What follows belongs to an exercise in optimizing a design on an open flow for small area and a short achievable clock period; a production flow would make more cautious choices.
No functional check of the RTL was part of any run shown here.
No activity file was given, so power comes from the tool's default toggle rates.

==> flow/design.v, too long to show whole: its modules and the start of the top module <==
// module conv3x3_pe: 807 lines
// module csa_fa: 10 lines
module conv3x3_pe #(
    parameter int SHIFT = 4,
    parameter int ACC_W = 21
) (
    input  logic         clk,
    input  logic         rst,
    input  logic [7:0]   p00,
    input  logic [7:0]   p01,
    input  logic [7:0]   p02,
    input  logic [7:0]   p10,
    input  logic [7:0]   p11,
    input  logic [7:0]   p12,
    input  logic [7:0]   p20,
    input  logic [7:0]   p21,
    input  logic [7:0]   p22,
    input  logic         window_valid,
    input  logic         w_load,
    input  logic [3:0]   w_idx,
    input  logic [7:0]   w_data,
    output logic [7:0]   out_pixel,
    output logic         out_valid,
    output logic [15:0]  out_count
);
  // ...
==> flow/flow/run.sh <==
#!/bin/bash
# Own flow: the standard layout (standard.sh: the standard synthesis and
# ORFS steps, unchanged), except that the port buffers buffer_ports inserts
# during global placement are plain buf_1 cells instead of the default pick.
set -euo pipefail
export BUFFER_PORTS_ARGS="-buffer_cell sky130_fd_sc_hd__buf_1"
bash standard.sh > standard_flow.log 2>&1
==> flow/standard.sh <==
#!/bin/bash
# synth_recipe.tcl (not shown) runs the flow's synth.tcl, then flattens the netlist and writes it again
# the make line also repeats each setting of config.mk as NAME=value (left out here)
make -C /OpenROAD-flow-scripts/flow DESIGN_CONFIG=/design/flow/config.mk WORK_HOME=/design/flow/orfs CLKGATE_MAP_FILE= SYNTH_SCRIPT=/design/flow/synth_recipe.tcl "${@:-finish}"
==> flow/config.mk <==
export PLATFORM = sky130hd
export DESIGN_NAME = conv3x3_pe
export DESIGN_NICKNAME = conv3x3_pe
export VERILOG_FILES = /design/flow/design.v
export SDC_FILE = /design/flow/constraint.sdc
export NUM_CORES = 4
export LEC_CHECK = 0
export ABC_CLOCK_PERIOD_IN_PS = 2000
export CAP_MARGIN = 20
export CORE_MARGIN = 2
export CORE_UTILIZATION = 40
export SETUP_SLACK_MARGIN = 1.4
export SLEW_MARGIN = 20
export SYNTH_HIERARCHICAL = 1
export SYNTH_MINIMUM_KEEP_SIZE = 0
==> flow/constraint.sdc <==
create_clock -name core_clock -period 5.5 [get_ports {clk}]
set_input_delay 1.1000 -clock core_clock [delete_from_list [all_inputs] [get_ports {clk}]]
set_output_delay 1.1000 -clock core_clock [all_outputs]
set_load 0.01 [all_outputs]
==> summary.md, run 1 <==
| Metric | Value |
|---|---|
| Top FF cell, synth | `dfxtp_1` |
| Post-synth EDFFs | `0` |
| Skew final | `0.0249 ns` |
| Worst Hold Depth | `1` |
| Top-count cell post-synth | `fa_1` |
| Crit-path cells | `nand2_1, fa_1, fa_1, fa_1, fa_1, fa_1, fa_1` |
| Seq_cells | `266` |
| CP required | `5.92 ns` |
| Most Crowded Layer GR | `met2` |
| Setup ws final | `1.45 ns` |
| TritonCTS clock tree | `yes` |
| Register share of total power | `27.9%` |
| Core area | `0.0552 mm²` |
| Max layer used | `met4` |
| Outcome | `timing/DRC/antenna clean` |
| Num rows | `86` |
| Reg2Reg Setup Slack | `1.45 ns` |
| Post-Syn Area | `0.0224 mm²` |
| Stages on worst setup path | `7` |
| Pre-antenna DRT Iters | `5` |
| Clk network pwr share | `29.1%` |
| Htree depth | `2` |
| Fraction of area in multi-input gates | `66.9%` |
| GR Util met3 | `4.99%` |
| Tmin final | `4.05 ns` |
| Fill cells | `5156` |
| Slowest cell on crit path | `dfxtp_1` |
| Worst r2r path cells | `7` |
| Min-Delay Startpoint | `v1_q` |
| Largest stage delay, worst path | `0.67 ns` |
| Yosys cell types | `54` |
| Mux contribution to synthesized area | `3.77%` |
| DP Worst Slack | `1.23 ns` |
| Register area share after synthesis | `23.8%` |
| Mapped Cells | `2012` |
| Clk pin slew, worst setup/hold paths | `0.06 ns` |
| Crit path to | `r2_q[27]` |
| Final setup TNS | `0 ns` |
| DR WL met2 | `32900 µm` |
| WHS Endpoint | `v2_q` |
| Fin. Hold Viols | `0` |
| Root cell of the clock tree | `clkbuf_16` |
==> run 2, diff against run 1 <==
--- a/flow/design.v
+++ b/flow/design.v
@@ -28,5 +28,5 @@
     logic [3:0]  wi_q;
     logic [7:0]  wd_q;
-    logic [67:0] r2_q;
+    logic [69:0] r2_q;
     logic [19:0] acc_a, acc_b;
     logic [15:0] cnt_q;
@@ -126,7 +126,6 @@
             for (int i = 0; i < 10; i++) k_q[i] <= '0;
             k_q[4] <= 8'(1 << SHIFT);
-        end else begin
-            for (int i = 0; i < 10; i++)
-                if (wl_q && wi_q == 4'(i)) k_q[i] <= wd_q;
+        end else if (wl_q) begin
+            k_q[wi_q] <= wd_q;
         end
     end
@@ -266,5 +265,5 @@
     csa_fa u_t267 (.a(t251), .b(t172), .c(t253), .s(t267), .co(t268));
     csa_fa u_t269 (.a(t174), .b(t255), .c(t176), .s(t269), .co(t270));
-    csa_fa u_t271 (.a(t178), .b(t257), .c(t180), .s(t271), .co(t272));
+    csa_fa u_t271 (.a(t257), .b(t178), .c(t180), .s(t271), .co(t272));
     csa_fa u_t273 (.a(t182), .b(t259), .c(t261), .s(t273), .co(t274));
     csa_fa u_t275 (.a(t263), .b(t265), .c(t267), .s(t275), .co(t276));
@@ -316,11 +315,11 @@
     csa_fa u_t367 (.a(t347), .b(t349), .c(t254), .s(t367), .co(t368));
     csa_fa u_t369 (.a(t351), .b(t256), .c(t258), .s(t369), .co(t370));
-    csa_fa u_t371 (.a(t353), .b(t260), .c(t262), .s(t371), .co(t372));
-    csa_fa u_t373 (.a(t355), .b(t264), .c(t357), .s(t373), .co(t374));
+    csa_fa u_t371 (.a(t353), .b(t355), .c(t260), .s(t371), .co(t372));
+    csa_fa u_t373 (.a(t262), .b(t264), .c(t357), .s(t373), .co(t374));
     csa_fa u_t375 (.a(t266), .b(t359), .c(t361), .s(t375), .co(t376));
     csa_fa u_t377 (.a(t363), .b(t365), .c(t367), .s(t377), .co(t378));
     csa_fa u_t379 (.a(t268), .b(t270), .c(t369), .s(t379), .co(t380));
-    csa_fa u_t381 (.a(t272), .b(t371), .c(t373), .s(t381), .co(t382));
-    csa_fa u_t383 (.a(t274), .b(t375), .c(t377), .s(t383), .co(t384));
+    csa_fa u_t381 (.a(t272), .b(t371), .c(t274), .s(t381), .co(t382));
+    csa_fa u_t383 (.a(t373), .b(t375), .c(t377), .s(t383), .co(t384));
     csa_fa u_t385 (.a(t276), .b(t278), .c(t379), .s(t385), .co(t386));
     csa_fa u_t387 (.a(t280), .b(t381), .c(t383), .s(t387), .co(t388));
@@ -376,10 +375,10 @@
     csa_fa u_t487 (.a(t352), .b(t467), .c(t354), .s(t487), .co(t488));
     csa_fa u_t489 (.a(t356), .b(t469), .c(t358), .s(t489), .co(t490));
-    csa_fa u_t491 (.a(t360), .b(t362), .c(t471), .s(t491), .co(t492));
-    csa_fa u_t493 (.a(t473), .b(t364), .c(t366), .s(t493), .co(t494));
+    csa_fa u_t491 (.a(t471), .b(t360), .c(t362), .s(t491), .co(t492));
+    csa_fa u_t493 (.a(t364), .b(t473), .c(t366), .s(t493), .co(t494));
     csa_fa u_t495 (.a(t475), .b(t477), .c(t479), .s(t495), .co(t496));
     csa_fa u_t497 (.a(t481), .b(t483), .c(t485), .s(t497), .co(t498));
     csa_fa u_t499 (.a(t368), .b(t487), .c(t370), .s(t499), .co(t500));
-    csa_fa u_t501 (.a(t372), .b(t489), .c(t374), .s(t501), .co(t502));
+    csa_fa u_t501 (.a(t372), .b(t374), .c(t489), .s(t501), .co(t502));
     csa_fa u_t503 (.a(t491), .b(t376), .c(t493), .s(t503), .co(t504));
     csa_fa u_t505 (.a(t495), .b(t378), .c(t497), .s(t505), .co(t506));
@@ -433,7 +432,7 @@
     csa_fa u_t601 (.a(t577), .b(t579), .c(t581), .s(t601), .co(t602));
     csa_fa u_t603 (.a(t468), .b(t470), .c(t472), .s(t603), .co(t604));
-    csa_fa u_t605 (.a(t474), .b(t583), .c(t476), .s(t605), .co(t606));
-    csa_fa u_t607 (.a(t478), .b(t480), .c(t585), .s(t607), .co(t608));
-    csa_fa u_t609 (.a(t587), .b(t482), .c(t484), .s(t609), .co(t610));
+    csa_fa u_t605 (.a(t474), .b(t583), .c(t585), .s(t605), .co(t606));
+    csa_fa u_t607 (.a(t587), .b(t476), .c(t478), .s(t607), .co(t608));
+    csa_fa u_t609 (.a(t480), .b(t482), .c(t484), .s(t609), .co(t610));
     csa_fa u_t611 (.a(t486), .b(t589), .c(t591), .s(t611), .co(t612));
     csa_fa u_t613 (.a(t593), .b(t595), .c(t597), .s(t613), .co(t614));
@@ -441,5 +440,5 @@
     csa_fa u_t617 (.a(t490), .b(t603), .c(t492), .s(t617), .co(t618));
     csa_fa u_t619 (.a(t494), .b(t605), .c(t607), .s(t619), .co(t620));
-    csa_fa u_t621 (.a(t609), .b(t496), .c(t498), .s(t621), .co(t622));
+    csa_fa u_t621 (.a(t496), .b(t609), .c(t498), .s(t621), .co(t622));
     csa_fa u_t623 (.a(t611), .b(t613), .c(t615), .s(t623), .co(t624));
     csa_fa u_t625 (.a(t500), .b(t502), .c(t617), .s(t625), .co(t626));
@@ -486,7 +485,7 @@
     csa_fa u_t707 (.a(t683), .b(t685), .c(t687), .s(t707), .co(t708));
     csa_fa u_t709 (.a(t689), .b(t584), .c(t586), .s(t709), .co(t710));
-    csa_fa u_t711 (.a(t588), .b(t691), .c(t590), .s(t711), .co(t712));
-    csa_fa u_t713 (.a(t592), .b(t594), .c(t596), .s(t713), .co(t714));
-    csa_fa u_t715 (.a(t693), .b(t695), .c(t598), .s(t715), .co(t716));
+    csa_fa u_t711 (.a(t588), .b(t691), .c(t693), .s(t711), .co(t712));
+    csa_fa u_t713 (.a(t695), .b(t590), .c(t592), .s(t713), .co(t714));
+    csa_fa u_t715 (.a(t594), .b(t596), .c(t598), .s(t715), .co(t716));
     csa_fa u_t717 (.a(t600), .b(t602), .c(t697), .s(t717), .co(t718));
     csa_fa u_t719 (.a(t699), .b(t701), .c(t703), .s(t719), .co(t720));
@@ -494,5 +493,5 @@
     csa_fa u_t723 (.a(t709), .b(t606), .c(t608), .s(t723), .co(t724));
     csa_fa u_t725 (.a(t610), .b(t711), .c(t713), .s(t725), .co(t726));
-    csa_fa u_t727 (.a(t715), .b(t612), .c(t614), .s(t727), .co(t728));
+    csa_fa u_t727 (.a(t612), .b(t614), .c(t715), .s(t727), .co(t728));
     csa_fa u_t729 (.a(t717), .b(t719), .c(t616), .s(t729), .co(t730));
     csa_fa u_t731 (.a(t721), .b(t618), .c(t723), .s(t731), .co(t732));
@@ -533,163 +532,163 @@
     csa_fa u_t801 (.a(t779), .b(t781), .c(t783), .s(t801), .co(t802));
     csa_fa u_t803 (.a(t785), .b(t692), .c(t694), .s(t803), .co(t804));
-    csa_fa u_t805 (.a(t696), .b(t787), .c(t698), .s(t805), .co(t806));
-    csa_fa u_t807 (.a(t700), .b(t702), .c(t704), .s(t807), .co(t808));
-    csa_fa u_t809 (.a(t789), .b(t791), .c(t706), .s(t809), .co(t810));
+    csa_fa u_t805 (.a(t696), .b(t787), .c(t789), .s(t805), .co(t806));
+    csa_fa u_t807 (.a(t791), .b(t698), .c(t700), .s(t807), .co(t808));
+    csa_fa u_t809 (.a(t702), .b(t704), .c(t706), .s(t809), .co(t810));
     csa_fa u_t811 (.a(t708), .b(t793), .c(t795), .s(t811), .co(t812));
     csa_fa u_t813 (.a(t797), .b(t799), .c(t801), .s(t813), .co(t814));
     csa_fa u_t815 (.a(t710), .b(t803), .c(t712), .s(t815), .co(t816));
     csa_fa u_t817 (.a(t714), .b(t716), .c(t805), .s(t817), .co(t818));
-    csa_fa u_t819 (.a(t807), .b(t809), .c(t718), .s(t819), .co(t820));
-    csa_fa u_t821 (.a(t720), .b(t811), .c(t813), .s(t821), .co(t822));
+    csa_fa u_t819 (.a(t807), .b(t718), .c(t720), .s(t819), .co(t820));
+    csa_fa u_t821 (.a(t809), .b(t811), .c(t813), .s(t821), .co(t822));
     csa_fa u_t823 (.a(t722), .b(t724), .c(t815), .s(t823), .co(t824));
     csa_fa u_t825 (.a(t726), .b(t728), .c(t817), .s(t825), .co(t826));
-    csa_fa u_t827 (.a(t819), .b(t821), .c(t730), .s(t827), .co(t828));
-    csa_fa u_t829 (.a(1'b1), .b(~(k_q[0][4] & px_q[0][7])), .c(~(k_q[0][5] & px_q[0][6])), .s(t829), .co(t830));
-    csa_fa u_t831 (.a(~(k_q[0][6] & px_q[0][5])), .b((k_q[0][7] & px_q[0][4])), .c(~(k_q[1][4] & px_q[1][7])), .s(t831), .co(t832));
-    csa_fa u_t833 (.a(~(k_q[1][5] & px_q[1][6])), .b(~(k_q[1][6] & px_q[1][5])), .c((k_q[1][7] & px_q[1][4])), .s(t833), .co(t834));
-    csa_fa u_t835 (.a(~(k_q[2][4] & px_q[2][7])), .b(~(k_q[2][5] & px_q[2][6])), .c(~(k_q[2][6] & px_q[2][5])), .s(t835), .co(t836));
-    csa_fa u_t837 (.a((k_q[2][7] & px_q[2][4])), .b(~(k_q[3][4] & px_q[3][7])), .c(~(k_q[3][5] & px_q[3][6])), .s(t837), .co(t838));
-    csa_fa u_t839 (.a(~(k_q[3][6] & px_q[3][5])), .b((k_q[3][7] & px_q[3][4])), .c(~(k_q[4][4] & px_q[4][7])), .s(t839), .co(t840));
-    csa_fa u_t841 (.a(~(k_q[4][5] & px_q[4][6])), .b(~(k_q[4][6] & px_q[4][5])), .c((k_q[4][7] & px_q[4][4])), .s(t841), .co(t842));
-    csa_fa u_t843 (.a(~(k_q[5][4] & px_q[5][7])), .b(~(k_q[5][5] & px_q[5][6])), .c(~(k_q[5][6] & px_q[5][5])), .s(t843), .co(t844));
-    csa_fa u_t845 (.a((k_q[5][7] & px_q[5][4])), .b(~(k_q[6][4] & px_q[6][7])), .c(~(k_q[6][5] & px_q[6][6])), .s(t845), .co(t846));
-    csa_fa u_t847 (.a(~(k_q[6][6] & px_q[6][5])), .b((k_q[6][7] & px_q[6][4])), .c(~(k_q[7][4] & px_q[7][7])), .s(t847), .co(t848));
-    csa_fa u_t849 (.a(~(k_q[7][5] & px_q[7][6])), .b(~(k_q[7][6] & px_q[7][5])), .c((k_q[7][7] & px_q[7][4])), .s(t849), .co(t850));
-    csa_fa u_t851 (.a(~(k_q[8][4] & px_q[8][7])), .b(~(k_q[8][5] & px_q[8][6])), .c(~(k_q[8][6] & px_q[8][5])), .s(t851), .co(t852));
-    csa_fa u_t853 (.a((k_q[8][7] & px_q[8][4])), .b(t736), .c(t738), .s(t853), .co(t854));
-    csa_fa u_t855 (.a(t740), .b(t742), .c(t744), .s(t855), .co(t856));
-    csa_fa u_t857 (.a(t746), .b(t748), .c(t750), .s(t857), .co(t858));
-    csa_fa u_t859 (.a(t752), .b(t754), .c(t756), .s(t859), .co(t860));
-    csa_fa u_t861 (.a(t758), .b(t760), .c(t762), .s(t861), .co(t862));
-    csa_fa u_t863 (.a(t764), .b(t829), .c(t831), .s(t863), .co(t864));
-    csa_fa u_t865 (.a(t833), .b(t835), .c(t837), .s(t865), .co(t866));
-    csa_fa u_t867 (.a(t839), .b(t841), .c(t843), .s(t867), .co(t868));
-    csa_fa u_t869 (.a(t845), .b(t847), .c(t849), .s(t869), .co(t870));
-    csa_fa u_t871 (.a(t851), .b(t766), .c(t768), .s(t871), .co(t872));
-    csa_fa u_t873 (.a(t770), .b(t772), .c(t774), .s(t873), .co(t874));
-    csa_fa u_t875 (.a(t776), .b(t778), .c(t853), .s(t875), .co(t876));
-    csa_fa u_t877 (.a(t780), .b(t782), .c(t784), .s(t877), .co(t878));
-    csa_fa u_t879 (.a(t786), .b(t855), .c(t857), .s(t879), .co(t880));
-    csa_fa u_t881 (.a(t859), .b(t861), .c(t863), .s(t881), .co(t882));
-    csa_fa u_t883 (.a(t865), .b(t867), .c(t869), .s(t883), .co(t884));
-    csa_fa u_t885 (.a(t788), .b(t790), .c(t792), .s(t885), .co(t886));
-    csa_fa u_t887 (.a(t871), .b(t794), .c(t796), .s(t887), .co(t888));
-    csa_fa u_t889 (.a(t798), .b(t800), .c(t873), .s(t889), .co(t890));
-    csa_fa u_t891 (.a(t875), .b(t802), .c(t877), .s(t891), .co(t892));
-    csa_fa u_t893 (.a(t879), .b(t881), .c(t883), .s(t893), .co(t894));
-    csa_fa u_t895 (.a(t804), .b(t806), .c(t885), .s(t895), .co(t896));
-    csa_fa u_t897 (.a(t808), .b(t810), .c(t887), .s(t897), .co(t898));
-    csa_fa u_t899 (.a(t889), .b(t812), .c(t814), .s(t899), .co(t900));
-    csa_fa u_t901 (.a(t891), .b(t893), .c(t816), .s(t901), .co(t902));
-    csa_fa u_t903 (.a(t895), .b(t818), .c(t820), .s(t903), .co(t904));
-    csa_fa u_t905 (.a(t897), .b(t822), .c(t899), .s(t905), .co(t906));
-    csa_fa u_t907 (.a(~(k_q[0][5] & px_q[0][7])), .b(~(k_q[0][6] & px_q[0][6])), .c((k_q[0][7] & px_q[0][5])), .s(t907), .co(t908));
-    csa_fa u_t909 (.a(~(k_q[1][5] & px_q[1][7])), .b(~(k_q[1][6] & px_q[1][6])), .c((k_q[1][7] & px_q[1][5])), .s(t909), .co(t910));
-    csa_fa u_t911 (.a(~(k_q[2][5] & px_q[2][7])), .b(~(k_q[2][6] & px_q[2][6])), .c((k_q[2][7] & px_q[2][5])), .s(t911), .co(t912));
-    csa_fa u_t913 (.a(~(k_q[3][5] & px_q[3][7])), .b(~(k_q[3][6] & px_q[3][6])), .c((k_q[3][7] & px_q[3][5])), .s(t913), .co(t914));
-    csa_fa u_t915 (.a(~(k_q[4][5] & px_q[4][7])), .b(~(k_q[4][6] & px_q[4][6])), .c((k_q[4][7] & px_q[4][5])), .s(t915), .co(t916));
-    csa_fa u_t917 (.a(~(k_q[5][5] & px_q[5][7])), .b(~(k_q[5][6] & px_q[5][6])), .c((k_q[5][7] & px_q[5][5])), .s(t917), .co(t918));
-    csa_fa u_t919 (.a(~(k_q[6][5] & px_q[6][7])), .b(~(k_q[6][6] & px_q[6][6])), .c((k_q[6][7] & px_q[6][5])), .s(t919), .co(t920));
-    csa_fa u_t921 (.a(~(k_q[7][5] & px_q[7][7])), .b(~(k_q[7][6] & px_q[7][6])), .c((k_q[7][7] & px_q[7][5])), .s(t921), .co(t922));
-    csa_fa u_t923 (.a(~(k_q[8][5] & px_q[8][7])), .b(~(k_q[8][6] & px_q[8][6])), .c((k_q[8][7] & px_q[8][5])), .s(t923), .co(t924));
-    csa_fa u_t925 (.a(t830), .b(t832), .c(t834), .s(t925), .co(t926));
-    csa_fa u_t927 (.a(t836), .b(t838), .c(t840), .s(t927), .co(t928));
-    csa_fa u_t929 (.a(t842), .b(t844), .c(t846), .s(t929), .co(t930));
-    csa_fa u_t931 (.a(t848), .b(t850), .c(t852), .s(t931), .co(t932));
-    csa_fa u_t933 (.a(t907), .b(t909), .c(t911), .s(t933), .co(t934));
-    csa_fa u_t935 (.a(t913), .b(t915), .c(t917), .s(t935), .co(t936));
-    csa_fa u_t937 (.a(t919), .b(t921), .c(t923), .s(t937), .co(t938));
-    csa_fa u_t939 (.a(t854), .b(t856), .c(t858), .s(t939), .co(t940));
-    csa_fa u_t941 (.a(t860), .b(t862), .c(t864), .s(t941), .co(t942));
-    csa_fa u_t943 (.a(t925), .b(t866), .c(t868), .s(t943), .co(t944));
-    csa_fa u_t945 (.a(t870), .b(t927), .c(t929), .s(t945), .co(t946));
-    csa_fa u_t947 (.a(t931), .b(t933), .c(t935), .s(t947), .co(t948));
-    csa_fa u_t949 (.a(t937), .b(t872), .c(t874), .s(t949), .co(t950));
-    csa_fa u_t951 (.a(t876), .b(t939), .c(t878), .s(t951), .co(t952));
-    csa_fa u_t953 (.a(t880), .b(t882), .c(t941), .s(t953), .co(t954));
-    csa_fa u_t955 (.a(t943), .b(t884), .c(t945), .s(t955), .co(t956));
-    csa_fa u_t957 (.a(t947), .b(t886), .c(t949), .s(t957), .co(t958));
-    csa_fa u_t959 (.a(t888), .b(t890), .c(t951), .s(t959), .co(t960));
-    csa_fa u_t961 (.a(t892), .b(t953), .c(t894), .s(t961), .co(t962));
-    csa_fa u_t963 (.a(t955), .b(t896), .c(t957), .s(t963), .co(t964));
-    csa_fa u_t965 (.a(t898), .b(t959), .c(t900), .s(t965), .co(t966));
-    csa_fa u_t967 (.a(~(k_q[0][6] & px_q[0][7])), .b((k_q[0][7] & px_q[0][6])), .c(~(k_q[1][6] & px_q[1][7])), .s(t967), .co(t968));
-    csa_fa u_t969 (.a((k_q[1][7] & px_q[1][6])), .b(~(k_q[2][6] & px_q[2][7])), .c((k_q[2][7] & px_q[2][6])), .s(t969), .co(t970));
-    csa_fa u_t971 (.a(~(k_q[3][6] & px_q[3][7])), .b((k_q[3][7] & px_q[3][6])), .c(~(k_q[4][6] & px_q[4][7])), .s(t971), .co(t972));
-    csa_fa u_t973 (.a((k_q[4][7] & px_q[4][6])), .b(~(k_q[5][6] & px_q[5][7])), .c((k_q[5][7] & px_q[5][6])), .s(t973), .co(t974));
-    csa_fa u_t975 (.a(~(k_q[6][6] & px_q[6][7])), .b((k_q[6][7] & px_q[6][6])), .c(~(k_q[7][6] & px_q[7][7])), .s(t975), .co(t976));
-    csa_fa u_t977 (.a((k_q[7][7] & px_q[7][6])), .b(~(k_q[8][6] & px_q[8][7])), .c((k_q[8][7] & px_q[8][6])), .s(t977), .co(t978));
-    csa_fa u_t979 (.a(t908), .b(t910), .c(t912), .s(t979), .co(t980));
-    csa_fa u_t981 (.a(t914), .b(t916), .c(t918), .s(t981), .co(t982));
-    csa_fa u_t983 (.a(t920), .b(t922), .c(t924), .s(t983), .co(t984));
-    csa_fa u_t985 (.a(t967), .b(t969), .c(t971), .s(t985), .co(t986));
-    csa_fa u_t987 (.a(t973), .b(t975), .c(t977), .s(t987), .co(t988));
-    csa_fa u_t989 (.a(t926), .b(t928), .c(t930), .s(t989), .co(t990));
-    csa_fa u_t991 (.a(t932), .b(t934), .c(t936), .s(t991), .co(t992));
-    csa_fa u_t993 (.a(t938), .b(t979), .c(t981), .s(t993), .co(t994));
-    csa_fa u_t995 (.a(t983), .b(t985), .c(t987), .s(t995), .co(t996));
-    csa_fa u_t997 (.a(t940), .b(t942), .c(t944), .s(t997), .co(t998));
-    csa_fa u_t999 (.a(t989), .b(t946), .c(t991), .s(t999), .co(t1000));
-    csa_fa u_t1001 (.a(t948), .b(t993), .c(t995), .s(t1001), .co(t1002));
-    csa_fa u_t1003 (.a(t950), .b(t952), .c(t997), .s(t1003), .co(t1004));
-    csa_fa u_t1005 (.a(t954), .b(t956), .c(t999), .s(t1005), .co(t1006));
-    csa_fa u_t1007 (.a(t1001), .b(t958), .c(t960), .s(t1007), .co(t1008));
-    csa_fa u_t1009 (.a(t1003), .b(t962), .c(t1005), .s(t1009), .co(t1010));
-    csa_fa u_t1011 (.a((k_q[0][7] & px_q[0][7])), .b((k_q[1][7] & px_q[1][7])), .c((k_q[2][7] & px_q[2][7])), .s(t1011), .co(t1012));
-    csa_fa u_t1013 (.a((k_q[3][7] & px_q[3][7])), .b((k_q[4][7] & px_q[4][7])), .c((k_q[5][7] & px_q[5][7])), .s(t1013), .co(t1014));
-    csa_fa u_t1015 (.a((k_q[6][7] & px_q[6][7])), .b((k_q[7][7] & px_q[7][7])), .c((k_q[8][7] & px_q[8][7])), .s(t1015), .co(t1016));
-    csa_fa u_t1017 (.a(t968), .b(t970), .c(t972), .s(t1017), .co(t1018));
-    csa_fa u_t1019 (.a(t974), .b(t976), .c(t978), .s(t1019), .co(t1020));
-    csa_fa u_t1021 (.a(t1011), .b(t1013), .c(t1015), .s(t1021), .co(t1022));
-    csa_fa u_t1023 (.a(t980), .b(t982), .c(t984), .s(t1023), .co(t1024));
-    csa_fa u_t1025 (.a(t986), .b(t988), .c(t1017), .s(t1025), .co(t1026));
-    csa_fa u_t1027 (.a(t1019), .b(t1021), .c(t990), .s(t1027), .co(t1028));
-    csa_fa u_t1029 (.a(t992), .b(t994), .c(t1023), .s(t1029), .co(t1030));
-    csa_fa u_t1031 (.a(t996), .b(t1025), .c(t1027), .s(t1031), .co(t1032));
-    csa_fa u_t1033 (.a(t998), .b(t1000), .c(t1002), .s(t1033), .co(t1034));
-    csa_fa u_t1035 (.a(t1029), .b(t1031), .c(t1004), .s(t1035), .co(t1036));
-    csa_fa u_t1037 (.a(1'b1), .b(t1012), .c(t1014), .s(t1037), .co(t1038));
-    csa_fa u_t1039 (.a(t1016), .b(t1018), .c(t1020), .s(t1039), .co(t1040));
-    csa_fa u_t1041 (.a(t1037), .b(t1022), .c(t1024), .s(t1041), .co(t1042));
-    csa_fa u_t1043 (.a(t1039), .b(t1026), .c(t1028), .s(t1043), .co(t1044));
-    csa_fa u_t1045 (.a(t1041), .b(t1030), .c(t1032), .s(t1045), .co(t1046));
-    csa_fa u_t1047 (.a(t1043), .b(t1034), .c(t1045), .s(t1047), .co(t1048));
-    csa_fa u_t1049 (.a(1'b1), .b(t1038), .c(t1040), .s(t1049), .co(t1050));
-    csa_fa u_t1051 (.a(t1042), .b(t1049), .c(t1044), .s(t1051), .co(t1052));
-    csa_fa u_t1053 (.a(1'b1), .b(t1050), .c(t1052), .s(t1053), .co(t1054));
-    csa_fa u_t1055 (.a(r2_q[10]), .b(r2_q[11]), .c(r2_q[12]), .s(t1055), .co(t1056));
-    csa_fa u_t1057 (.a(r2_q[14]), .b(r2_q[15]), .c(r2_q[16]), .s(t1057), .co(t1058));
-    csa_fa u_t1059 (.a(r2_q[17]), .b(r2_q[18]), .c(r2_q[19]), .s(t1059), .co(t1060));
-    csa_fa u_t1061 (.a(r2_q[20]), .b(r2_q[21]), .c(t1058), .s(t1061), .co(t1062));
-    csa_fa u_t1063 (.a(r2_q[22]), .b(r2_q[23]), .c(r2_q[24]), .s(t1063), .co(t1064));
-    csa_fa u_t1065 (.a(r2_q[25]), .b(r2_q[26]), .c(r2_q[27]), .s(t1065), .co(t1066));
-    csa_fa u_t1067 (.a(t1060), .b(t1063), .c(t1065), .s(t1067), .co(t1068));
-    csa_fa u_t1069 (.a(r2_q[28]), .b(r2_q[29]), .c(r2_q[30]), .s(t1069), .co(t1070));
-    csa_fa u_t1071 (.a(r2_q[31]), .b(r2_q[32]), .c(r2_q[33]), .s(t1071), .co(t1072));
-    csa_fa u_t1073 (.a(r2_q[34]), .b(t1064), .c(t1066), .s(t1073), .co(t1074));
-    csa_fa u_t1075 (.a(t1069), .b(t1071), .c(t1073), .s(t1075), .co(t1076));
-    csa_fa u_t1077 (.a(r2_q[35]), .b(r2_q[36]), .c(r2_q[37]), .s(t1077), .co(t1078));
-    csa_fa u_t1079 (.a(r2_q[38]), .b(r2_q[39]), .c(t1070), .s(t1079), .co(t1080));
-    csa_fa u_t1081 (.a(t1072), .b(t1077), .c(t1079), .s(t1081), .co(t1082));
-    csa_fa u_t1083 (.a(t1074), .b(t1081), .c(t1076), .s(t1083), .co(t1084));
-    csa_fa u_t1085 (.a(r2_q[40]), .b(r2_q[41]), .c(r2_q[42]), .s(t1085), .co(t1086));
-    csa_fa u_t1087 (.a(r2_q[43]), .b(r2_q[44]), .c(r2_q[45]), .s(t1087), .co(t1088));
-    csa_fa u_t1089 (.a(t1078), .b(t1085), .c(t1087), .s(t1089), .co(t1090));
-    csa_fa u_t1091 (.a(t1080), .b(t1089), .c(t1082), .s(t1091), .co(t1092));
-    csa_fa u_t1093 (.a(r2_q[46]), .b(r2_q[47]), .c(r2_q[48]), .s(t1093), .co(t1094));
-    csa_fa u_t1095 (.a(r2_q[49]), .b(r2_q[50]), .c(r2_q[51]), .s(t1095), .co(t1096));
-    csa_fa u_t1097 (.a(t1086), .b(t1088), .c(t1093), .s(t1097), .co(t1098));
-    csa_fa u_t1099 (.a(t1095), .b(t1090), .c(t1097), .s(t1099), .co(t1100));
-    csa_fa u_t1101 (.a(r2_q[52]), .b(r2_q[53]), .c(r2_q[54]), .s(t1101), .co(t1102));
-    csa_fa u_t1103 (.a(r2_q[55]), .b(t1094), .c(t1096), .s(t1103), .co(t1104));
-    csa_fa u_t1105 (.a(t1101), .b(t1098), .c(t1103), .s(t1105), .co(t1106));
-    csa_fa u_t1107 (.a(r2_q[56]), .b(r2_q[57]), .c(r2_q[58]), .s(t1107), .co(t1108));
-    csa_fa u_t1109 (.a(r2_q[59]), .b(r2_q[60]), .c(t1102), .s(t1109), .co(t1110));
-    csa_fa u_t1111 (.a(t1107), .b(t1109), .c(t1104), .s(t1111), .co(t1112));
-    csa_fa u_t1113 (.a(r2_q[61]), .b(r2_q[62]), .c(t1108), .s(t1113), .co(t1114));
-    csa_fa u_t1115 (.a(t1110), .b(t1113), .c(t1112), .s(t1115), .co(t1116));
-    csa_fa u_t1117 (.a(r2_q[63]), .b(r2_q[64]), .c(r2_q[65]), .s(t1117), .co(t1118));
+    csa_fa u_t827 (.a(1'b1), .b(~(k_q[0][4] & px_q[0][7])), .c(~(k_q[0][5] & px_q[0][6])), .s(t827), .co(t828));
+    csa_fa u_t829 (.a(~(k_q[0][6] & px_q[0][5])), .b((k_q[0][7] & px_q[0][4])), .c(~(k_q[1][4] & px_q[1][7])), .s(t829), .co(t830));
+    csa_fa u_t831 (.a(~(k_q[1][5] & px_q[1][6])), .b(~(k_q[1][6] & px_q[1][5])), .c((k_q[1][7] & px_q[1][4])), .s(t831), .co(t832));
+    csa_fa u_t833 (.a(~(k_q[2][4] & px_q[2][7])), .b(~(k_q[2][5] & px_q[2][6])), .c(~(k_q[2][6] & px_q[2][5])), .s(t833), .co(t834));
+    csa_fa u_t835 (.a((k_q[2][7] & px_q[2][4])), .b(~(k_q[3][4] & px_q[3][7])), .c(~(k_q[3][5] & px_q[3][6])), .s(t835), .co(t836));
+    csa_fa u_t837 (.a(~(k_q[3][6] & px_q[3][5])), .b((k_q[3][7] & px_q[3][4])), .c(~(k_q[4][4] & px_q[4][7])), .s(t837), .co(t838));
+    csa_fa u_t839 (.a(~(k_q[4][5] & px_q[4][6])), .b(~(k_q[4][6] & px_q[4][5])), .c((k_q[4][7] & px_q[4][4])), .s(t839), .co(t840));
+    csa_fa u_t841 (.a(~(k_q[5][4] & px_q[5][7])), .b(~(k_q[5][5] & px_q[5][6])), .c(~(k_q[5][6] & px_q[5][5])), .s(t841), .co(t842));
+    csa_fa u_t843 (.a((k_q[5][7] & px_q[5][4])), .b(~(k_q[6][4] & px_q[6][7])), .c(~(k_q[6][5] & px_q[6][6])), .s(t843), .co(t844));
+    csa_fa u_t845 (.a(~(k_q[6][6] & px_q[6][5])), .b((k_q[6][7] & px_q[6][4])), .c(~(k_q[7][4] & px_q[7][7])), .s(t845), .co(t846));
+    csa_fa u_t847 (.a(~(k_q[7][5] & px_q[7][6])), .b(~(k_q[7][6] & px_q[7][5])), .c((k_q[7][7] & px_q[7][4])), .s(t847), .co(t848));
+    csa_fa u_t849 (.a(~(k_q[8][4] & px_q[8][7])), .b(~(k_q[8][5] & px_q[8][6])), .c(~(k_q[8][6] & px_q[8][5])), .s(t849), .co(t850));
+    csa_fa u_t851 (.a((k_q[8][7] & px_q[8][4])), .b(t736), .c(t738), .s(t851), .co(t852));
+    csa_fa u_t853 (.a(t740), .b(t742), .c(t744), .s(t853), .co(t854));
+    csa_fa u_t855 (.a(t746), .b(t748), .c(t750), .s(t855), .co(t856));
+    csa_fa u_t857 (.a(t752), .b(t754), .c(t756), .s(t857), .co(t858));
+    csa_fa u_t859 (.a(t758), .b(t760), .c(t762), .s(t859), .co(t860));
+    csa_fa u_t861 (.a(t764), .b(t827), .c(t829), .s(t861), .co(t862));
+    csa_fa u_t863 (.a(t831), .b(t833), .c(t835), .s(t863), .co(t864));
+    csa_fa u_t865 (.a(t837), .b(t839), .c(t841), .s(t865), .co(t866));
+    csa_fa u_t867 (.a(t843), .b(t845), .c(t847), .s(t867), .co(t868));
+    csa_fa u_t869 (.a(t849), .b(t766), .c(t768), .s(t869), .co(t870));
+    csa_fa u_t871 (.a(t770), .b(t772), .c(t774), .s(t871), .co(t872));
+    csa_fa u_t873 (.a(t776), .b(t778), .c(t851), .s(t873), .co(t874));
+    csa_fa u_t875 (.a(t780), .b(t782), .c(t784), .s(t875), .co(t876));
+    csa_fa u_t877 (.a(t786), .b(t853), .c(t855), .s(t877), .co(t878));
+    csa_fa u_t879 (.a(t857), .b(t859), .c(t861), .s(t879), .co(t880));
+    csa_fa u_t881 (.a(t863), .b(t865), .c(t867), .s(t881), .co(t882));
+    csa_fa u_t883 (.a(t788), .b(t790), .c(t792), .s(t883), .co(t884));
+    csa_fa u_t885 (.a(t869), .b(t871), .c(t873), .s(t885), .co(t886));
+    csa_fa u_t887 (.a(t794), .b(t796), .c(t798), .s(t887), .co(t888));
+    csa_fa u_t889 (.a(t800), .b(t802), .c(t875), .s(t889), .co(t890));
+    csa_fa u_t891 (.a(t877), .b(t879), .c(t881), .s(t891), .co(t892));
+    csa_fa u_t893 (.a(t804), .b(t806), .c(t883), .s(t893), .co(t894));
+    csa_fa u_t895 (.a(t808), .b(t810), .c(t885), .s(t895), .co(t896));
+    csa_fa u_t897 (.a(t812), .b(t887), .c(t814), .s(t897), .co(t898));
+    csa_fa u_t899 (.a(t889), .b(t891), .c(t816), .s(t899), .co(t900));
+    csa_fa u_t901 (.a(t893), .b(t818), .c(t820), .s(t901), .co(t902));
+    csa_fa u_t903 (.a(t895), .b(t822), .c(t897), .s(t903), .co(t904));
+    csa_fa u_t905 (.a(~(k_q[0][5] & px_q[0][7])), .b(~(k_q[0][6] & px_q[0][6])), .c((k_q[0][7] & px_q[0][5])), .s(t905), .co(t906));
+    csa_fa u_t907 (.a(~(k_q[1][5] & px_q[1][7])), .b(~(k_q[1][6] & px_q[1][6])), .c((k_q[1][7] & px_q[1][5])), .s(t907), .co(t908));
+    csa_fa u_t909 (.a(~(k_q[2][5] & px_q[2][7])), .b(~(k_q[2][6] & px_q[2][6])), .c((k_q[2][7] & px_q[2][5])), .s(t909), .co(t910));
+    csa_fa u_t911 (.a(~(k_q[3][5] & px_q[3][7])), .b(~(k_q[3][6] & px_q[3][6])), .c((k_q[3][7] & px_q[3][5])), .s(t911), .co(t912));
+    csa_fa u_t913 (.a(~(k_q[4][5] & px_q[4][7])), .b(~(k_q[4][6] & px_q[4][6])), .c((k_q[4][7] & px_q[4][5])), .s(t913), .co(t914));
+    csa_fa u_t915 (.a(~(k_q[5][5] & px_q[5][7])), .b(~(k_q[5][6] & px_q[5][6])), .c((k_q[5][7] & px_q[5][5])), .s(t915), .co(t916));
+    csa_fa u_t917 (.a(~(k_q[6][5] & px_q[6][7])), .b(~(k_q[6][6] & px_q[6][6])), .c((k_q[6][7] & px_q[6][5])), .s(t917), .co(t918));
+    csa_fa u_t919 (.a(~(k_q[7][5] & px_q[7][7])), .b(~(k_q[7][6] & px_q[7][6])), .c((k_q[7][7] & px_q[7][5])), .s(t919), .co(t920));
+    csa_fa u_t921 (.a(~(k_q[8][5] & px_q[8][7])), .b(~(k_q[8][6] & px_q[8][6])), .c((k_q[8][7] & px_q[8][5])), .s(t921), .co(t922));
+    csa_fa u_t923 (.a(t828), .b(t830), .c(t832), .s(t923), .co(t924));
+    csa_fa u_t925 (.a(t834), .b(t836), .c(t838), .s(t925), .co(t926));
+    csa_fa u_t927 (.a(t840), .b(t842), .c(t844), .s(t927), .co(t928));
+    csa_fa u_t929 (.a(t846), .b(t848), .c(t850), .s(t929), .co(t930));
+    csa_fa u_t931 (.a(t905), .b(t907), .c(t909), .s(t931), .co(t932));
+    csa_fa u_t933 (.a(t911), .b(t913), .c(t915), .s(t933), .co(t934));
+    csa_fa u_t935 (.a(t917), .b(t919), .c(t921), .s(t935), .co(t936));
+    csa_fa u_t937 (.a(t852), .b(t854), .c(t856), .s(t937), .co(t938));
+    csa_fa u_t939 (.a(t858), .b(t860), .c(t862), .s(t939), .co(t940));
+    csa_fa u_t941 (.a(t923), .b(t864), .c(t866), .s(t941), .co(t942));
+    csa_fa u_t943 (.a(t868), .b(t925), .c(t927), .s(t943), .co(t944));
+    csa_fa u_t945 (.a(t929), .b(t931), .c(t933), .s(t945), .co(t946));
+    csa_fa u_t947 (.a(t935), .b(t870), .c(t872), .s(t947), .co(t948));
+    csa_fa u_t949 (.a(t874), .b(t937), .c(t939), .s(t949), .co(t950));
+    csa_fa u_t951 (.a(t876), .b(t878), .c(t880), .s(t951), .co(t952));
+    csa_fa u_t953 (.a(t941), .b(t882), .c(t943), .s(t953), .co(t954));
+    csa_fa u_t955 (.a(t945), .b(t884), .c(t947), .s(t955), .co(t956));
+    csa_fa u_t957 (.a(t886), .b(t888), .c(t949), .s(t957), .co(t958));
+    csa_fa u_t959 (.a(t890), .b(t951), .c(t892), .s(t959), .co(t960));
+    csa_fa u_t961 (.a(t953), .b(t894), .c(t955), .s(t961), .co(t962));
+    csa_fa u_t963 (.a(t896), .b(t957), .c(t898), .s(t963), .co(t964));
+    csa_fa u_t965 (.a(~(k_q[0][6] & px_q[0][7])), .b((k_q[0][7] & px_q[0][6])), .c(~(k_q[1][6] & px_q[1][7])), .s(t965), .co(t966));
+    csa_fa u_t967 (.a((k_q[1][7] & px_q[1][6])), .b(~(k_q[2][6] & px_q[2][7])), .c((k_q[2][7] & px_q[2][6])), .s(t967), .co(t968));
+    csa_fa u_t969 (.a(~(k_q[3][6] & px_q[3][7])), .b((k_q[3][7] & px_q[3][6])), .c(~(k_q[4][6] & px_q[4][7])), .s(t969), .co(t970));
+    csa_fa u_t971 (.a((k_q[4][7] & px_q[4][6])), .b(~(k_q[5][6] & px_q[5][7])), .c((k_q[5][7] & px_q[5][6])), .s(t971), .co(t972));
+    csa_fa u_t973 (.a(~(k_q[6][6] & px_q[6][7])), .b((k_q[6][7] & px_q[6][6])), .c(~(k_q[7][6] & px_q[7][7])), .s(t973), .co(t974));
+    csa_fa u_t975 (.a((k_q[7][7] & px_q[7][6])), .b(~(k_q[8][6] & px_q[8][7])), .c((k_q[8][7] & px_q[8][6])), .s(t975), .co(t976));
+    csa_fa u_t977 (.a(t906), .b(t908), .c(t910), .s(t977), .co(t978));
+    csa_fa u_t979 (.a(t912), .b(t914), .c(t916), .s(t979), .co(t980));
+    csa_fa u_t981 (.a(t918), .b(t920), .c(t922), .s(t981), .co(t982));
+    csa_fa u_t983 (.a(t965), .b(t967), .c(t969), .s(t983), .co(t984));
+    csa_fa u_t985 (.a(t971), .b(t973), .c(t975), .s(t985), .co(t986));
+    csa_fa u_t987 (.a(t924), .b(t926), .c(t928), .s(t987), .co(t988));
+    csa_fa u_t989 (.a(t930), .b(t932), .c(t934), .s(t989), .co(t990));
+    csa_fa u_t991 (.a(t936), .b(t977), .c(t979), .s(t991), .co(t992));
+    csa_fa u_t993 (.a(t981), .b(t983), .c(t985), .s(t993), .co(t994));
+    csa_fa u_t995 (.a(t938), .b(t940), .c(t942), .s(t995), .co(t996));
+    csa_fa u_t997 (.a(t987), .b(t944), .c(t989), .s(t997), .co(t998));
+    csa_fa u_t999 (.a(t946), .b(t991), .c(t993), .s(t999), .co(t1000));
+    csa_fa u_t1001 (.a(t948), .b(t950), .c(t995), .s(t1001), .co(t1002));
+    csa_fa u_t1003 (.a(t952), .b(t954), .c(t997), .s(t1003), .co(t1004));
+    csa_fa u_t1005 (.a(t999), .b(t956), .c(t958), .s(t1005), .co(t1006));
+    csa_fa u_t1007 (.a(t1001), .b(t960), .c(t1003), .s(t1007), .co(t1008));
+    csa_fa u_t1009 (.a((k_q[0][7] & px_q[0][7])), .b((k_q[1][7] & px_q[1][7])), .c((k_q[2][7] & px_q[2][7])), .s(t1009), .co(t1010));
+    csa_fa u_t1011 (.a((k_q[3][7] & px_q[3][7])), .b((k_q[4][7] & px_q[4][7])), .c((k_q[5][7] & px_q[5][7])), .s(t1011), .co(t1012));
+    csa_fa u_t1013 (.a((k_q[6][7] & px_q[6][7])), .b((k_q[7][7] & px_q[7][7])), .c((k_q[8][7] & px_q[8][7])), .s(t1013), .co(t1014));
+    csa_fa u_t1015 (.a(t966), .b(t968), .c(t970), .s(t1015), .co(t1016));
+    csa_fa u_t1017 (.a(t972), .b(t974), .c(t976), .s(t1017), .co(t1018));
+    csa_fa u_t1019 (.a(t1009), .b(t1011), .c(t1013), .s(t1019), .co(t1020));
+    csa_fa u_t1021 (.a(t978), .b(t980), .c(t982), .s(t1021), .co(t1022));
+    csa_fa u_t1023 (.a(t984), .b(t986), .c(t1015), .s(t1023), .co(t1024));
+    csa_fa u_t1025 (.a(t1017), .b(t1019), .c(t988), .s(t1025), .co(t1026));
+    csa_fa u_t1027 (.a(t990), .b(t1021), .c(t992), .s(t1027), .co(t1028));
+    csa_fa u_t1029 (.a(t994), .b(t1023), .c(t1025), .s(t1029), .co(t1030));
+    csa_fa u_t1031 (.a(t996), .b(t998), .c(t1000), .s(t1031), .co(t1032));
+    csa_fa u_t1033 (.a(t1027), .b(t1029), .c(t1002), .s(t1033), .co(t1034));
+    csa_fa u_t1035 (.a(1'b1), .b(t1010), .c(t1012), .s(t1035), .co(t1036));
+    csa_fa u_t1037 (.a(t1014), .b(t1016), .c(t1018), .s(t1037), .co(t1038));
+    csa_fa u_t1039 (.a(t1035), .b(t1020), .c(t1022), .s(t1039), .co(t1040));
+    csa_fa u_t1041 (.a(t1037), .b(t1024), .c(t1026), .s(t1041), .co(t1042));
+    csa_fa u_t1043 (.a(t1039), .b(t1028), .c(t1030), .s(t1043), .co(t1044));
+    csa_fa u_t1045 (.a(1'b1), .b(t1036), .c(t1038), .s(t1045), .co(t1046));
+    csa_fa u_t1047 (.a(t1040), .b(t1045), .c(t1042), .s(t1047), .co(t1048));
+    csa_fa u_t1049 (.a(1'b1), .b(t1046), .c(t1048), .s(t1049), .co(t1050));
+    csa_fa u_t1051 (.a(r2_q[10]), .b(r2_q[11]), .c(r2_q[12]), .s(t1051), .co(t1052));
+    csa_fa u_t1053 (.a(r2_q[14]), .b(r2_q[15]), .c(r2_q[16]), .s(t1053), .co(t1054));
+    csa_fa u_t1055 (.a(r2_q[17]), .b(r2_q[18]), .c(r2_q[19]), .s(t1055), .co(t1056));
+    csa_fa u_t1057 (.a(r2_q[20]), .b(r2_q[21]), .c(t1054), .s(t1057), .co(t1058));
+    csa_fa u_t1059 (.a(r2_q[22]), .b(r2_q[23]), .c(r2_q[24]), .s(t1059), .co(t1060));
+    csa_fa u_t1061 (.a(r2_q[25]), .b(r2_q[26]), .c(r2_q[27]), .s(t1061), .co(t1062));
+    csa_fa u_t1063 (.a(t1056), .b(t1059), .c(t1061), .s(t1063), .co(t1064));
+    csa_fa u_t1065 (.a(r2_q[28]), .b(r2_q[29]), .c(r2_q[30]), .s(t1065), .co(t1066));
+    csa_fa u_t1067 (.a(r2_q[31]), .b(r2_q[32]), .c(r2_q[33]), .s(t1067), .co(t1068));
+    csa_fa u_t1069 (.a(r2_q[34]), .b(t1060), .c(t1062), .s(t1069), .co(t1070));
+    csa_fa u_t1071 (.a(t1065), .b(t1067), .c(t1069), .s(t1071), .co(t1072));
+    csa_fa u_t1073 (.a(r2_q[35]), .b(r2_q[36]), .c(r2_q[37]), .s(t1073), .co(t1074));
+    csa_fa u_t1075 (.a(r2_q[38]), .b(r2_q[39]), .c(r2_q[40]), .s(t1075), .co(t1076));
+    csa_fa u_t1077 (.a(r2_q[41]), .b(t1066), .c(t1068), .s(t1077), .co(t1078));
+    csa_fa u_t1079 (.a(t1073), .b(t1075), .c(t1070), .s(t1079), .co(t1080));
+    csa_fa u_t1081 (.a(t1077), .b(t1079), .c(t1072), .s(t1081), .co(t1082));
+    csa_fa u_t1083 (.a(r2_q[42]), .b(r2_q[43]), .c(r2_q[44]), .s(t1083), .co(t1084));
+    csa_fa u_t1085 (.a(r2_q[45]), .b(r2_q[46]), .c(t1074), .s(t1085), .co(t1086));
+    csa_fa u_t1087 (.a(t1076), .b(t1083), .c(t1085), .s(t1087), .co(t1088));
+    csa_fa u_t1089 (.a(t1078), .b(t1080), .c(t1087), .s(t1089), .co(t1090));
+    csa_fa u_t1091 (.a(r2_q[47]), .b(r2_q[48]), .c(r2_q[49]), .s(t1091), .co(t1092));
+    csa_fa u_t1093 (.a(r2_q[50]), .b(r2_q[51]), .c(r2_q[52]), .s(t1093), .co(t1094));
+    csa_fa u_t1095 (.a(t1084), .b(t1091), .c(t1093), .s(t1095), .co(t1096));
+    csa_fa u_t1097 (.a(t1086), .b(t1095), .c(t1088), .s(t1097), .co(t1098));
+    csa_fa u_t1099 (.a(r2_q[53]), .b(r2_q[54]), .c(r2_q[55]), .s(t1099), .co(t1100));
+    csa_fa u_t1101 (.a(r2_q[56]), .b(t1092), .c(t1094), .s(t1101), .co(t1102));
+    csa_fa u_t1103 (.a(t1099), .b(t1101), .c(t1096), .s(t1103), .co(t1104));
+    csa_fa u_t1105 (.a(r2_q[57]), .b(r2_q[58]), .c(r2_q[59]), .s(t1105), .co(t1106));
+    csa_fa u_t1107 (.a(r2_q[60]), .b(r2_q[61]), .c(t1100), .s(t1107), .co(t1108));
+    csa_fa u_t1109 (.a(t1105), .b(t1107), .c(t1102), .s(t1109), .co(t1110));
+    csa_fa u_t1111 (.a(r2_q[62]), .b(r2_q[63]), .c(r2_q[64]), .s(t1111), .co(t1112));
+    csa_fa u_t1113 (.a(r2_q[65]), .b(t1106), .c(t1111), .s(t1113), .co(t1114));
+    csa_fa u_t1115 (.a(t1108), .b(t1113), .c(t1110), .s(t1115), .co(t1116));
+    csa_fa u_t1117 (.a(r2_q[66]), .b(r2_q[67]), .c(t1112), .s(t1117), .co(t1118));
     csa_fa u_t1119 (.a(t1117), .b(t1114), .c(t1116), .s(t1119), .co(t1120));
-    csa_fa u_t1121 (.a(r2_q[66]), .b(t1118), .c(t1120), .s(t1121), .co(t1122));
+    csa_fa u_t1121 (.a(r2_q[68]), .b(t1118), .c(t1120), .s(t1121), .co(t1122));
     always_ff @(posedge clk) begin
         r2_q[0] <= t5;
@@ -728,79 +727,59 @@
         r2_q[33] <= t628;
         r2_q[34] <= t733;
-        r2_q[35] <= t732;
-        r2_q[36] <= t823;
-        r2_q[37] <= t734;
-        r2_q[38] <= t825;
-        r2_q[39] <= t827;
-        r2_q[40] <= t901;
-        r2_q[41] <= t824;
-        r2_q[42] <= t826;
-        r2_q[43] <= t903;
-        r2_q[44] <= t828;
-        r2_q[45] <= t905;
-        r2_q[46] <= t961;
-        r2_q[47] <= t902;
-        r2_q[48] <= t963;
-        r2_q[49] <= t904;
-        r2_q[50] <= t965;
-        r2_q[51] <= t906;
-        r2_q[52] <= t964;
-        r2_q[53] <= t1007;
-        r2_q[54] <= t966;
-        r2_q[55] <= t1009;
-        r2_q[56] <= t1033;
-        r2_q[57] <= t1006;
-        r2_q[58] <= t1035;
-        r2_q[59] <= t1008;
-        r2_q[60] <= t1010;
-        r2_q[61] <= t1036;
-        r2_q[62] <= t1047;
-        r2_q[63] <= t1046;
-        r2_q[64] <= t1051;
-        r2_q[65] <= t1048;
-        r2_q[66] <= t1053;
-        r2_q[67] <= t1054;
+        r2_q[35] <= t819;
+        r2_q[36] <= t821;
+        r2_q[37] <= t730;
+        r2_q[38] <= t732;
+        r2_q[39] <= t823;
+        r2_q[40] <= t734;
+        r2_q[41] <= t825;
+        r2_q[42] <= t899;
+        r2_q[43] <= t824;
+        r2_q[44] <= t826;
+        r2_q[45] <= t901;
+        r2_q[46] <= t903;
+        r2_q[47] <= t959;
+        r2_q[48] <= t900;
+        r2_q[49] <= t961;
+        r2_q[50] <= t902;
+        r2_q[51] <= t963;
+        r2_q[52] <= t904;
+        r2_q[53] <= t962;
+        r2_q[54] <= t1005;
+        r2_q[55] <= t964;
+        r2_q[56] <= t1007;
+        r2_q[57] <= t1031;
+        r2_q[58] <= t1004;
+        r2_q[59] <= t1033;
+        r2_q[60] <= t1006;
+        r2_q[61] <= t1008;
+        r2_q[62] <= t1041;
+        r2_q[63] <= t1032;
+        r2_q[64] <= t1043;
+        r2_q[65] <= t1034;
+        r2_q[66] <= t1044;
+        r2_q[67] <= t1047;
+        r2_q[68] <= t1049;
+        r2_q[69] <= t1050;
     end
-    assign acc_a = {1'b1, r2_q[67], t1121, t1119, t1115, t1106, t1100, t1092, t1084, t1083, t1068, t1062, t1059, t1056, r2_q[13], r2_q[8], r2_q[6], r2_q[4], r2_q[2], r2_q[0]};
-    assign acc_b = {1'b0, t1122, 1'b0, 1'b0, 1'b0, t1111, t1105, t1099, t1091, 1'b0, t1075, t1067, t1061, t1057, t1055, r2_q[9], r2_q[7], r2_q[5], r2_q[3], r2_q[1]};
-    logic [19:0] na, nb;
-    logic [11:0] lo;
-    logic [8:0]  h0;
-    logic [9:0]  h1;
-    logic [6:0]  lo_q;
-    logic        c11_q, ok0_q, ok1_q, sg0_q, sg1_q, b0_q, b1_q;
-    logic        ok, sg, b11;
-    assign na = ~acc_a;
-    assign nb = ~acc_b;
-    assign lo = {1'b0, na[10:0]} + {1'b0, nb[10:0]};
-    assign h0 = na[19:11] + nb[19:11];
-    assign h1 = {na[19:11], 1'b1} + {nb[19:11], 1'b1};
+    assign acc_a = {1'b1, r2_q[69], t1121, t1119, t1115, t1104, t1098, t1090, t1082, t1081, t1064, t1058, t1055, t1052, r2_q[13], r2_q[8], r2_q[6], r2_q[4], r2_q[2], r2_q[0]};
+    assign acc_b = {1'b0, t1122, 1'b0, 1'b0, 1'b0, t1109, t1103, t1097, t1089, 1'b0, t1071, t1063, t1057, t1053, t1051, r2_q[9], r2_q[7], r2_q[5], r2_q[3], r2_q[1]};
+    logic [19:0] acc;
+    logic [15:0] sh_q;
+    assign acc = ~acc_a + ~acc_b;
     always_ff @(posedge clk) begin
         if (rst) begin
-            lo_q  <= '0;
-            c11_q <= 1'b0;
-            ok0_q <= 1'b1;
-            ok1_q <= 1'b1;
-            sg0_q <= 1'b0;
-            sg1_q <= 1'b0;
-            b0_q  <= 1'b0;
-            b1_q  <= 1'b0;
+            sh_q  <= '0;
             cnt_q <= '0;
         end else if (v2_q) begin
-            lo_q  <= lo[10:4];
-            c11_q <= lo[11];
-            ok0_q <= (h0 == 9'h000) || (h0 == 9'h1ff);
-            ok1_q <= (h1[9:1] == 9'h000) || (h1[9:1] == 9'h1ff);
-            sg0_q <= h0[8];
-            sg1_q <= h1[9];
-            b0_q  <= h0[0];
-            b1_q  <= h1[1];
+            sh_q  <= acc[19:4];
             cnt_q <= cnt_q + 16'd1;
         end
     end
-    assign ok  = c11_q ? ok1_q : ok0_q;
-    assign sg  = c11_q ? sg1_q : sg0_q;
-    assign b11 = c11_q ? b1_q : b0_q;
-    assign out_pixel = ok ? {b11, lo_q} : (sg ? 8'h80 : 8'h7f);
+    always_comb begin
+        if (sh_q[15] && !(&sh_q[14:7])) out_pixel = 8'h80;
+        else if (!sh_q[15] && (|sh_q[14:7])) out_pixel = 8'h7f;
+        else out_pixel = sh_q[7:0];
+    end
     assign out_valid = v3_q;
     assign out_count = cnt_q;
==> flow/run.sh (new file) <==
#!/bin/bash
# synth_recipe.tcl (not shown) runs the flow's synth.tcl, then flattens the netlist and writes it again
# the make line also repeats each setting of config.mk as NAME=value (left out here)
make -C /OpenROAD-flow-scripts/flow DESIGN_CONFIG=/design/flow/config.mk WORK_HOME=/design/flow/orfs CLKGATE_MAP_FILE= SYNTH_SCRIPT=/design/flow/synth_recipe.tcl finish
--- a/flow/config.mk
+++ b/flow/config.mk
@@ -10,5 +10,6 @@
 export CORE_MARGIN = 2
 export CORE_UTILIZATION = 40
-export SETUP_SLACK_MARGIN = 1.4
+export CTS_BUF_LIST = sky130_fd_sc_hd__clkbuf_8
+export CTS_CLUSTER_SIZE = 30
 export SLEW_MARGIN = 20
 export SYNTH_HIERARCHICAL = 1
removed: flow/flow/run.sh
removed: flow/standard.sh
==> summary.md, run 2 <==
| Metric | Value |
|---|---|
| Outcome | `timing/DRC/antenna clean` |
| # setup viols final | `0` |
| Post-detail-place hpwl | `62300 µm` |
| Root cell of the clock tree | `clkbuf_8` |
| Htree depth | `2 (unchanged)` |
| CTS Hold Bufs | `0` |
| Pin count of the biggest net entering global routing | `49` |
| Die Ht | `241 µm` |
| IO buf count | `112` |
| Vias in the first global route | `16700` |
| Fmax | `237 MHz` |
| Slew at the pin closest to its max-slew limit | `0.915 ns` |
| Top FF cell, synth | `dfxtp_1` |
| Total global routing track utilization | `27.2%` |
| Clk pin slew, worst setup/hold paths | `0.06 ns (about the same)` |
| Pre-antenna DRT Iters | `5 (unchanged)` |
| Most frequent cells in the layout | `561 x fa_1, 546 x nand2_1, 198 x dfxtp_1` |
| Post-DP Area | `0.0240 mm²` |
| Top cells by area, synth | `fa_1 50%, dfxtp_1 18%, edfxtp_1 9.6%` |
| Synth Area in Compound Gates | `2.30%` |
| Layout area overhead | `11.8%` |
| Commonest non-fill, non-tap cell in the layout | `fa_1` |
| Area leader, netlist | `fa_1` |
| Clock sinks | `270` |
| Mux contribution to synthesized area | `0.267% (-3.5 points)` |
| Fin. max-slew vios | `0` |
| CP required | `5.99 ns (+0.07 ns)` |
| Post-Synth Simple-Gate Area | `15.2%` |
| Share of cells above drive strength 1 | `4.77%` |
| ANT nets after route | `0` |
| Max reg flops | `80` |
| Initial DRC Count | `1512` |
| Crit-path max FO | `9` |
| Chip Width | `241 µm` |
| Post-CTS Setup Bufs | `0` |
| DRC violations left | `0` |
| Yosys cell types | `59 (+9.3%)` |
| Crit path kind | `reg -> reg` |
| Detailed Route WL | `75500 µm` |
| Vias per inst | `5.46` |
| Hold Crit Class | `reg -> reg` |
| WL/cell | `27.4 µm` |
| Final #Nets | `2639` |
| Pwr Density | `536 mW/mm²` |
| Num rows | `86 (unchanged)` |
| Initial core utilization | `40.6%` |
| Slew HR | `38.9%` |
| Yosys warnings | `9` |
| Skew final | `0.0626 ns (+0.0377 ns)` |
| Synth Area in Adders | `50.8%` |
| Clock buffer depth | `3` |
| Final setup TNS | `0 ns (unchanged)` |
| Inserted Clock Buffers | `49` |
| Vias | `15100` |
| Post-synth EDFFs | `72 (+72)` |
| Clock Latency Late Sink | `0.67 ns` |
| CP Launch Type | `flop` |
| Peak supply drop | `0.000694 V` |
| Top-count cell post-synth | `fa_1` |
| Post_cts resized | `0` |
| Largest family of logic cells by synthesized area | `adder cells` |
| Arrival @ worst endpoint | `4.72 ns` |
| Max cap viols | `0` |
| RSZ-0062 raised after global routing | `no` |
| Initial antenna violation count | `0` |
| Most flops, register | `k_q` |
| Area share of the largest cell type after synthesis | `50.0%` |
| CP endpoint kind | `flop` |
| Core area | `0.0553 mm² (+0.19%)` |
| Fill cells | `5142 (-0.27%)` |
| Die area | `0.0581 mm²` |
| #FFs+latches synth | `270` |
| Leak | `8.17 nW` |
| Register area share after synthesis | `27.3% (+3.5 points)` |
| Tmin final | `4.23 ns (+0.179 ns)` |
| First-pass GRT wire length | `111000 µm` |
| Synth Area in XOR/XNOR | `0.780%` |
| Post-synth top cells | `561 x fa_1, 546 x nand2_1, 198 x dfxtp_1, 142 x clkbuf_1, 112 x nor2_1` |
| Post-Syn Area | `0.0225 mm² (+0.34%)` |
| IO Count | `113` |
| Mapped Cells | `1946 (-3.3%)` |
| Avg Cell Area, Syn | `11.5 µm²` |
| Non-Filler Cell Area, Final | `0.0251 mm²` |
| Crit share post-route | `76.8%` |
| Biggest registers after layout | `k_q x80, px_q x72, r2_q x70` |
| Gp weighted congestion | `1.01` |
| Asr flop ratio synth | `0%` |
| Fin. Hold Viols | `0 (unchanged)` |
| Overflow after GRT | `0` |
| TritonCTS clock tree | `yes` |
## run 2: Yosys stat by module, one instance, submodules excluded
module      cells inside  area (µm²)  copies in the design
conv3x3_pe          1385       11200                     1
csa_fa                 1        20.0                   561
## run 2: worst max-delay path: stages, from the launching register on
cell and delay (ns):
dfxtp_1 0.92, nand2_1 0.18, fa_1 0.58, fa_1 0.59, fa_1 0.46, fa_1 0.42, fa_1 0.52, fa_1 0.40
## run 2: final timing paths
path / startpoint / end / slack, ns / cells past startpoint
worst max-delay path: k_q[4][6] / r2_q[46] / 1.27 / 7
worst min-delay path: v1_q / v2_q / 0.44 / 1
worst max register to register: k_q[4][6] / r2_q[46] / 1.27 / 7
worst min register to register: v1_q / v2_q / 0.44 / 1
## run 2: routing by layer
layer / part of all wire, % / up-vias / global-route usage [%]
met5: 0 / - / 0
met2: 48 / 974 / 44.4
li1: - / 5996 / -
met3: 9.9 / 212 / 6.84
met4: 4.0 / 0 / 10.9
met1: 39 / 7897 / 34.8
## run 2: final cells by class
cell class / count / area [µm²] / share of cell area [%]
clock inverters: 35 / 385 / 1.53
inverters: 49 / 184 / 0.732
clock buffers: 52 / 716 / 2.85
repair buffers: 116 / 1150 / 4.56
diodes: 1 / 2.50 / 0.00996
well taps: 748 / 936 / 3.73
multi-input cells: 1489 / 15600 / 62.2
flip-flops and latches: 270 / 6130 / 24.4
## run 2: power by group
| group | leakage, nW | total, mW | internal [mW] | switching [mW] |
|---|---|---|---|---|
| Combinational | 5.15 | 8.55 | 3.45 | 5.11 |
| Clock | 0.592 | 2.18 | 1.26 | 0.913 |
| Sequential | 2.43 | 2.73 | 2.41 | 0.313 |
| Total | 8.17 | 13.5 | 7.12 | 6.33 |
## run 2: cells by family (layout without fill, tap and decap cells)
logic type,count (synthesis),in the layout
simple gates,805,805
fa+ha+maj,576,576
flops,270,270
buf+inv,197,252
compound gates,71,71
xor+xnor,20,20
mux,6,6
other cells,1,12
## run 2: per-stage QoR
step	power, mW	setup slack (ns)	utilization (%)	cells	hold slack, ns
floorplan	8.61	1.75	-	1956	0.414
global placement	11.1	1.33	43.4	2672	0.431
detailed placement	11.3	1.35	43.4	2672	0.430
CTS	13.5	1.34	45.4	2759	0.443
global route	14.6	1.19	45.4	2759	0.457
finish	13.5	1.27	45.4	2760	0.439
==> run 3, diff against run 2 <==
--- a/flow/config.mk
+++ b/flow/config.mk
@@ -10,6 +10,4 @@
 export CORE_MARGIN = 2
 export CORE_UTILIZATION = 40
-export CTS_BUF_LIST = sky130_fd_sc_hd__clkbuf_8
-export CTS_CLUSTER_SIZE = 30
 export SLEW_MARGIN = 20
 export SYNTH_HIERARCHICAL = 1
==> summary.md, run 3 <==
| Metric | Value |
|---|---|
| Clk pin slew, worst setup/hold paths | `0.06 ns (about the same)` |
| Max cap viols | `0 (unchanged)` |
| Outcome | `timing/DRC/antenna clean` |
| #FFs+latches synth | `270 (unchanged)` |
| Tmin final | `4.23 ns (+0.00877 ns)` |
| IO Count | `113 (unchanged)` |
| First-pass GRT wire length | `111000 µm (-0.33%)` |
| Setup ws final | `1.27 ns (-0.00877 ns)` |
| Peak supply drop | `0.000664 V (-4.4%)` |
| Die area | `0.0581 mm² (unchanged)` |
| Clock buffer depth | `3 (unchanged)` |
| Max reg flops | `80 (unchanged)` |
| IO buf count | `112 (unchanged)` |
| Pwr Density | `534 mW/mm² (-0.29%)` |
| Slew HR | `37.8% (-1.1 points)` |
| Total global routing track utilization | `27.0% (-0.16 points)` |
| Clock sinks | `270 (unchanged)` |
| Final setup TNS | `0 ns (unchanged)` |
| Post_cts resized | `0 (unchanged)` |
| Top-count cell post-synth | `fa_1` |
| R2r startpoint | `px_q[0][4]` |
| Top cells by area, synth | `fa_1 50%, dfxtp_1 18%, edfxtp_1 9.6%` |
| CTS Hold Bufs | `0 (unchanged)` |
| Vias in the first global route | `16500 (-1.6%)` |
| Crit-path max FO | `8 (-1)` |
| Pre-antenna DRT Iters | `5 (unchanged)` |
| Worst r2r path cells | `8 (+1)` |
| Fill cells | `5130 (-0.23%)` |
| Crit share post-route | `77.0% (+0.16 points)` |
| RSZ-0062 raised after global routing | `no` |
| Initial core utilization | `40.6% (unchanged)` |
| Final #Nets | `2621 (-0.68%)` |
| Mapped Cells | `1946 (unchanged)` |
| Ant. Diodes | `0 (-1)` |
| Register area share after synthesis | `27.3% (unchanged)` |
| Area share of the largest cell type after synthesis | `50.0% (unchanged)` |
| Yosys cell types | `59 (unchanged)` |
| Crit path kind | `reg -> reg` |
| Overflow after GRT | `0 (unchanged)` |
| Yosys warnings | `9 (unchanged)` |
| Slew at the pin closest to its max-slew limit | `0.931 ns (+0.0163 ns)` |
| Post-synth EDFFs | `72 (unchanged)` |
| TritonCTS clock tree | `yes` |
| DRC violations left | `0 (unchanged)` |
| Reg area | `0.00613 mm² (unchanged)` |
| Root cell of the clock tree | `clkbuf_16` |
| Die Ht | `241 µm (unchanged)` |
| Num rows | `86 (unchanged)` |
| WL/cell | `27.7 µm (+1.1%)` |
[run 3: cell types whose count changed in the layout (fill, tap and decap cells not counted), moves of 2 or more]
cell       change
clkinv_1       -2
inv_8          -3
clkbuf_16     +31
clkinv_2       -5
bufinv_16      -5
inv_1          -7
clkinv_4       +2
clkbuf_8      -50
clkbuf_1       +7
[run 3: Yosys stat by module (local to each module, per instance)]
module      area [µm²]  cells
csa_fa            20.0      1
conv3x3_pe       11200   1385
[run 3: layer usage]
| layer | share of wire (%) | up-vias | routed length (µm) | track usage [%] |
|---|---|---|---|---|
| met5 | 0 | - | 0 | 0 |
| li1 | - | 5954 | - | - |
| met3 | 10 | 181 | 7680 | 6.61 |
| met2 | 47 | 920 | 35800 | 44.2 |
| met1 | 39 | 7906 | 29100 | 35.0 |
| met4 | 3.8 | 0 | 2890 | 9.93 |
[run 3: power breakdown]
group | internal (mW) | total [mW] | switching (mW)
logic | 3.45 | 8.53 | 5.09
clock network | 1.21 | 2.12 | 0.906
registers | 2.41 | 2.73 | 0.313
[run 3: per-stage QoR]
stage / total power, mW / instances / cell area, µm² / hold slack [ns]
after floorplan: 8.61 / 1956 / 22500 / 0.414
after detailed placement: 11.3 / 2672 / 24000 / 0.430
after global placement: 11.1 / 2672 / 24000 / 0.431
final: 13.4 / 2730 / 25000 / 0.437
after CTS: 13.4 / 2730 / 25000 / 0.444
after global routing: 14.5 / 2730 / 25000 / 0.458
[run 3: cell families after synthesis]
group,Yosys count,share of synthesized area [%]
AOI/OAI and AO/OA,71,2.30
xor gates and xnor gates,20,0.780
adders and majority gates,576,50.8
buffers and inverters,197,3.34
DFF,270,27.3
muxes,6,0.267
other,1,0.0167
and+or+nand+nor,805,15.2
[run 3: how the worst max path moves through the flow]
stage               slack [ns]       start        to  cells past startpoint
floorplan                 1.75   k_q[0][0]  r2_q[16]                      9
global placement          1.33  px_q[0][4]  r2_q[16]                      8
detailed placement        1.35  px_q[0][4]  r2_q[16]                      8
CTS                       1.34  px_q[0][4]  r2_q[16]                      8
global route              1.19  px_q[0][4]  r2_q[16]                      8
finish                    1.27  px_q[0][4]  r2_q[16]                      8
[run 3: cell type report]
cell class	instances	share of cell area (%)
multi-input combinational	1489	62.4
clock inverter	18	0.785
inverter	49	0.735
sequential	270	24.5
timing repair buffer	116	4.58
tap	748	3.74
clock buffer	40	3.31
[run 3: critical path, cell delays in order (launching register included)]
cell and delay (ns):
dfxtp_1 0.59, nand2_1 0.13, fa_1 0.48, fa_1 0.45, fa_1 0.47, fa_1 0.59, fa_1 0.46, fa_1 0.52
fa_1 0.40

Re-timed with assumed drivers on the ports (clkbuf_16 on the clock, buf_2 on other inputs), run 3 has 1.266 ns of setup slack against 1.266 ns with ideal ports, and 1.266 ns once port delays also move by the mid clock arrival of 0.674 ns.
